This design comes from an exercise in tuning for small area and a short achievable clock period on the open sky130 flow, not from production work.
In this exercise RTL edits were held to simulation tests only and were not proved equivalent to the original.

==> build 24 <==
Design mm_mult_arbiter, start of the top module:
module mm_mult_arbiter #(
  parameter int W_D        = 32,
  parameter int NUM_REQ    = 4,
  parameter int MULT_DEPTH = 6
) (
  input  logic                   CLK,
  input  logic                   RST_N,
  input  logic                   HOLD,
  input  logic [NUM_REQ-1:0]     REQ_VALID,
  input  logic [NUM_REQ-1:0]     REQ_LAST,
  input  logic [NUM_REQ*W_D-1:0] REQ_A,
  input  logic [NUM_REQ*W_D-1:0] REQ_B,
  output logic [NUM_REQ-1:0]     REQ_READY,
  output logic [NUM_REQ-1:0]     RSLT_VALID,
  output logic [2*W_D-1:0]       RSLT,
  output logic                   RSLT_LAST,
  output logic                   BUSY
);
  logic [3:0] isel, bsel;
  logic [3:0] sel, grant;
  logic       accept, acc_last;
  logic [3:0] V;
  assign V = REQ_VALID;
  always_comb begin
    for (int i = 0; i < 4; i++) begin
      sel[i] = bsel[i] |
               (V[i] & (isel[i] |
                        (isel[(i+3)%4] & ~V[(i+3)%4]) |
                        (isel[(i+2)%4] & ~V[(i+2)%4] & ~V[(i+3)%4]) |
                        (isel[(i+1)%4] & ~V[(i+1)%4] & ~V[(i+2)%4] & ~V[(i+3)%4])));
    end
  end
  assign REQ_READY = sel & {4{RST_N & ~HOLD}};
  assign grant     = REQ_READY & V;
  assign accept    = |grant;
  assign acc_last  = |(grant & REQ_LAST);
  always_ff @(posedge CLK) begin
    if (!RST_N) begin
      isel <= 4'b0001;
      bsel <= 4'b0000;
    end else if (accept) begin
      if (acc_last) begin
        isel <= {grant[2:0], grant[3]};
        bsel <= 4'b0000;
      end else begin
        isel <= 4'b0000;
        bsel <= grant;
      end
    end
  end
  logic [7:0] vld;
  logic [1:0] own [8];
  logic [7:0] lst;
  always_ff @(posedge CLK) begin
    if (!RST_N) vld <= '0;
    else        vld <= {vld[6:0], accept};
  end
  always_ff @(posedge CLK) begin
    own[0] <= {sel[3] | sel[2], sel[3] | sel[1]};
    lst[0] <= |(sel & REQ_LAST);
  ...
export LEC_CHECK = 0
export ABC_AREA = 1
export CAP_MARGIN = 20
export CORE_MARGIN = 2
export CORE_UTILIZATION = 40
export SETUP_SLACK_MARGIN = 5
export SLEW_MARGIN = 20
create_clock -name core_clock -period 10.0 [get_ports {CLK}]
run.sh (not shown) runs the stock make flow with config.mk's settings and CLKGATE_MAP_FILE= SYNTH_SCRIPT=/design/flow/synth_recipe.tcl, a recipe that flattens the netlist after the stock synthesis.
==> inputs of build 35, as changes to build 24 <==
--- a/flow/config.mk
+++ b/flow/config.mk
@@ -6,8 +6,6 @@
 export NUM_CORES = 4
 export LEC_CHECK = 0
-export ABC_AREA = 1
 export CAP_MARGIN = 20
 export CORE_MARGIN = 2
 export CORE_UTILIZATION = 40
-export SETUP_SLACK_MARGIN = 5
 export SLEW_MARGIN = 20
==> comparison <==
- Build 24 completed without violations. Build 35 went through all stages and came out clean.
- In sequential cell count, build 24 and build 35 do not differ.
- Between build 24 and build 35, the lower global-route usage is in build 35 (gap 2.1 points).
- In build 35 the register-to-register slack is worse than in build 24, by 0.89 ns.
- Against build 35, the critical path depth of build 24 is higher by 3.
- Between build 35 and build 24, the lower final area is in build 24 (gap 15%, measured against build 24).
- In build 35 the fmax is smaller than in build 24, by about 20%.
- Via count: build 24 is smaller than build 35 (28%).
- Against build 35, the clock skew of build 24 is lower by 0.020 ns.
==> figures <==
|  | build 35 | build 24 |
|---|---|---|
| Run status | finished clean | finished clean |
| Routed WL | 164,000 µm | 142,000 µm |
| Worst path most repeated cell | clkdlybuf4s50_1 | fa_1 |
| Highest fanout seen on the critical path | 37 | 32 |
| Proportion of synthesized chip area in sequential cells | 24.5% | 30.3% |
| Critical path type | in -> out | reg -> reg |
| Met1 routing resource usage after global routing | 35.5% | 33.2% |
| Type of destination of the critical path | output pin | register |
| Vias in the first global route | 40,633 | 33,098 |
| Half-perimeter wire length after detailed placement | 116,000 µm | 94,200 µm |
| Data required time at the worst endpoint | 8.00 ns | 10.52 ns |
| Fraction of layout cells with a size suffix above 1 | 5.10% | 8.46% |
| GPL Wtd Cong | 0.912 | 0.960 |
| Tapcells | 1,625 | 1,287 |
| Core Rows | 128 | 115 |

========
==> inputs of trial 71 <==
Another version of the RTL of mm_mult_arbiter (not shown whole).
export LEC_CHECK = 0
export CAP_MARGIN = 20
export CORE_MARGIN = 2
export CORE_UTILIZATION = 55
export CTS_BUF_LIST = sky130_fd_sc_hd__clkbuf_4 sky130_fd_sc_hd__clkbuf_8
export CTS_CLUSTER_DIAMETER = 100
export CTS_CLUSTER_SIZE = 16
export SETUP_SLACK_MARGIN = 5
export SLEW_MARGIN = 20
create_clock -name core_clock -period 10.0 [get_ports {CLK}]
standard.sh (not shown) runs the stock make flow with config.mk's settings and CLKGATE_MAP_FILE= SYNTH_SCRIPT=/design/flow/synth_recipe.tcl, a recipe that flattens the netlist after the stock synthesis.
==> flow/flow/run.sh <==
#!/bin/bash
# Own flow: the standard layout (standard.sh) with three changes:
#  1. Yosys's generic "abc -fast" pre-mapping inside "synth -run fine:" is skipped (-noabc), so
#     extract_fa sees the adder tree as written and the full adders keep their polarity (no
#     inverters between them). The rest of the synthesis script, and so the register naming,
#     is the standard one.
#  2. The port buffers that buffer_ports puts on every input and output are buf_1 cells.
#  3. Timing repair aims at a setup slack of OWN_SETUP_MARGIN ns instead of config.mk's.
# Each tool's output goes to a log file in this folder (synth.log, layout.log).
set -euo pipefail
WORK=$(pwd)
OWN_SETUP_MARGIN=5.5

# synthesis script: synth_recipe.tcl, sourcing a copy of ORFS's synth.tcl with -noabc on the
# fine-grained synth call
sed 's/synth -top \$::env(DESIGN_NAME) -run fine: {\*}\$synth_full_args/synth -top $::env(DESIGN_NAME) -run fine: -noabc {*}$synth_full_args/' \
  "$FLOW_HOME/scripts/synth.tcl" > "$WORK/own_synth.tcl"
grep -q -- '-run fine: -noabc' "$WORK/own_synth.tcl"
sed "s#source \$::env(SCRIPTS_DIR)/synth.tcl#source $WORK/own_synth.tcl#" \
  "$WORK/synth_recipe.tcl" > "$WORK/own_synth_recipe.tcl"
grep -q "own_synth.tcl" "$WORK/own_synth_recipe.tcl"

# standard.sh with the synthesis script and the repair margin swapped
sed -e "s#SYNTH_SCRIPT=[^ ]*#SYNTH_SCRIPT=$WORK/own_synth_recipe.tcl#" \
    -e "s#SETUP_SLACK_MARGIN=[^ ]*#SETUP_SLACK_MARGIN=$OWN_SETUP_MARGIN#" \
    "$WORK/standard.sh" > "$WORK/own_standard.sh"
grep -q "own_synth_recipe.tcl" "$WORK/own_standard.sh"
grep -q "SETUP_SLACK_MARGIN=$OWN_SETUP_MARGIN" "$WORK/own_standard.sh"

bash "$WORK/own_standard.sh" synth > "$WORK/synth.log" 2>&1
bash "$WORK/own_standard.sh" "BUFFER_PORTS_ARGS=-buffer_cell sky130_fd_sc_hd__buf_1" finish > "$WORK/layout.log" 2>&1
==> trial 52 (differences from trial 71) <==
--- a/flow/flow/run.sh
+++ b/flow/flow/run.sh
@@ -9,7 +9,7 @@
 # Each tool's output goes to a log file in this folder (synth.log, layout.log).
 set -euo pipefail
 WORK=$(pwd)
-OWN_SETUP_MARGIN=5.5
+OWN_SETUP_MARGIN=5.35
 
 # synthesis script: synth_recipe.tcl, sourcing a copy of ORFS's synth.tcl with -noabc on the
 # fine-grained synth call
--- a/flow/config.mk
+++ b/flow/config.mk
@@ -7,7 +7,7 @@
 export LEC_CHECK = 0
 export CAP_MARGIN = 20
 export CORE_MARGIN = 2
-export CORE_UTILIZATION = 55
+export CORE_UTILIZATION = 45
 export CTS_BUF_LIST = sky130_fd_sc_hd__clkbuf_4 sky130_fd_sc_hd__clkbuf_8
 export CTS_CLUSTER_DIAMETER = 100
 export CTS_CLUSTER_SIZE = 16
==> summary of the runs <==
Of trial 52 and trial 71, trial 71 has the higher register-to-register slack (gap 0.13 ns).
In synthesized cell count, trial 52 and trial 71 do not differ.
Clock skew: trial 52 is higher than trial 71 (0.042 ns).
In trial 71 the count of clock-buffer cells in the layout is lower than in trial 52, by 4.
Of trial 71 and trial 52, trial 52 has the higher design area (gap 0.50%, measured against trial 52).
Of trial 52 and trial 71, trial 71 has the higher global-route usage (gap 8.0 points).
Against trial 71, the utilization of trial 52 is lower by 11 points.
Between trial 52 and trial 71, the lower sequential share of layout area is in trial 52 (gap 0.23 points).
In trial 52 the cell count is higher than in trial 71, by about 5%.
Of trial 52 and trial 71, trial 52 has the higher maximum frequency (gap 0.38%, measured against trial 71).

[afterwards: timing with drivers on the ports]
Ports are ideal in the flow. The routed layouts listed here were re-timed in OpenROAD.
Step 1 (the two cells are an assumption about what drives the block):
set clk [get_ports {CLK}]
set_driving_cell -lib_cell sky130_fd_sc_hd__clkbuf_16 $clk
set_driving_cell -lib_cell sky130_fd_sc_hd__buf_2 [delete_from_list [all_inputs] $clk]
Step 2 moves the port delays by t, midway between the first and last clock arrival at a register: inputs arrive t later, outputs are due t later. That takes back most of the time a late clock gives input paths.
a / b / c = no drivers / after step 1 / after step 2; a / b = the first two.
run	t (ns)	slack for setup (ns)	clock arrival spread, ns	slew at the worst register clock pin (ns)
build 24	0.710	5.038 / 4.980 / 4.980	0.028 / 0.029	0.07 / 0.07
build 35	0.752	3.839 / 3.816 / 3.816	0.045 / 0.045	0.08 / 0.08
trial 71	0.740	5.338 / 5.291 / 5.291	0.038 / 0.038	0.11 / 0.11
trial 52	0.746	5.356 / 5.299 / 5.299	0.076 / 0.076	0.11 / 0.11
After both steps every run listed still meets setup and hold. For build 24, which loses most, drivers alone change the setup slack by -0.058 ns; drivers and shift together by -0.058 ns.
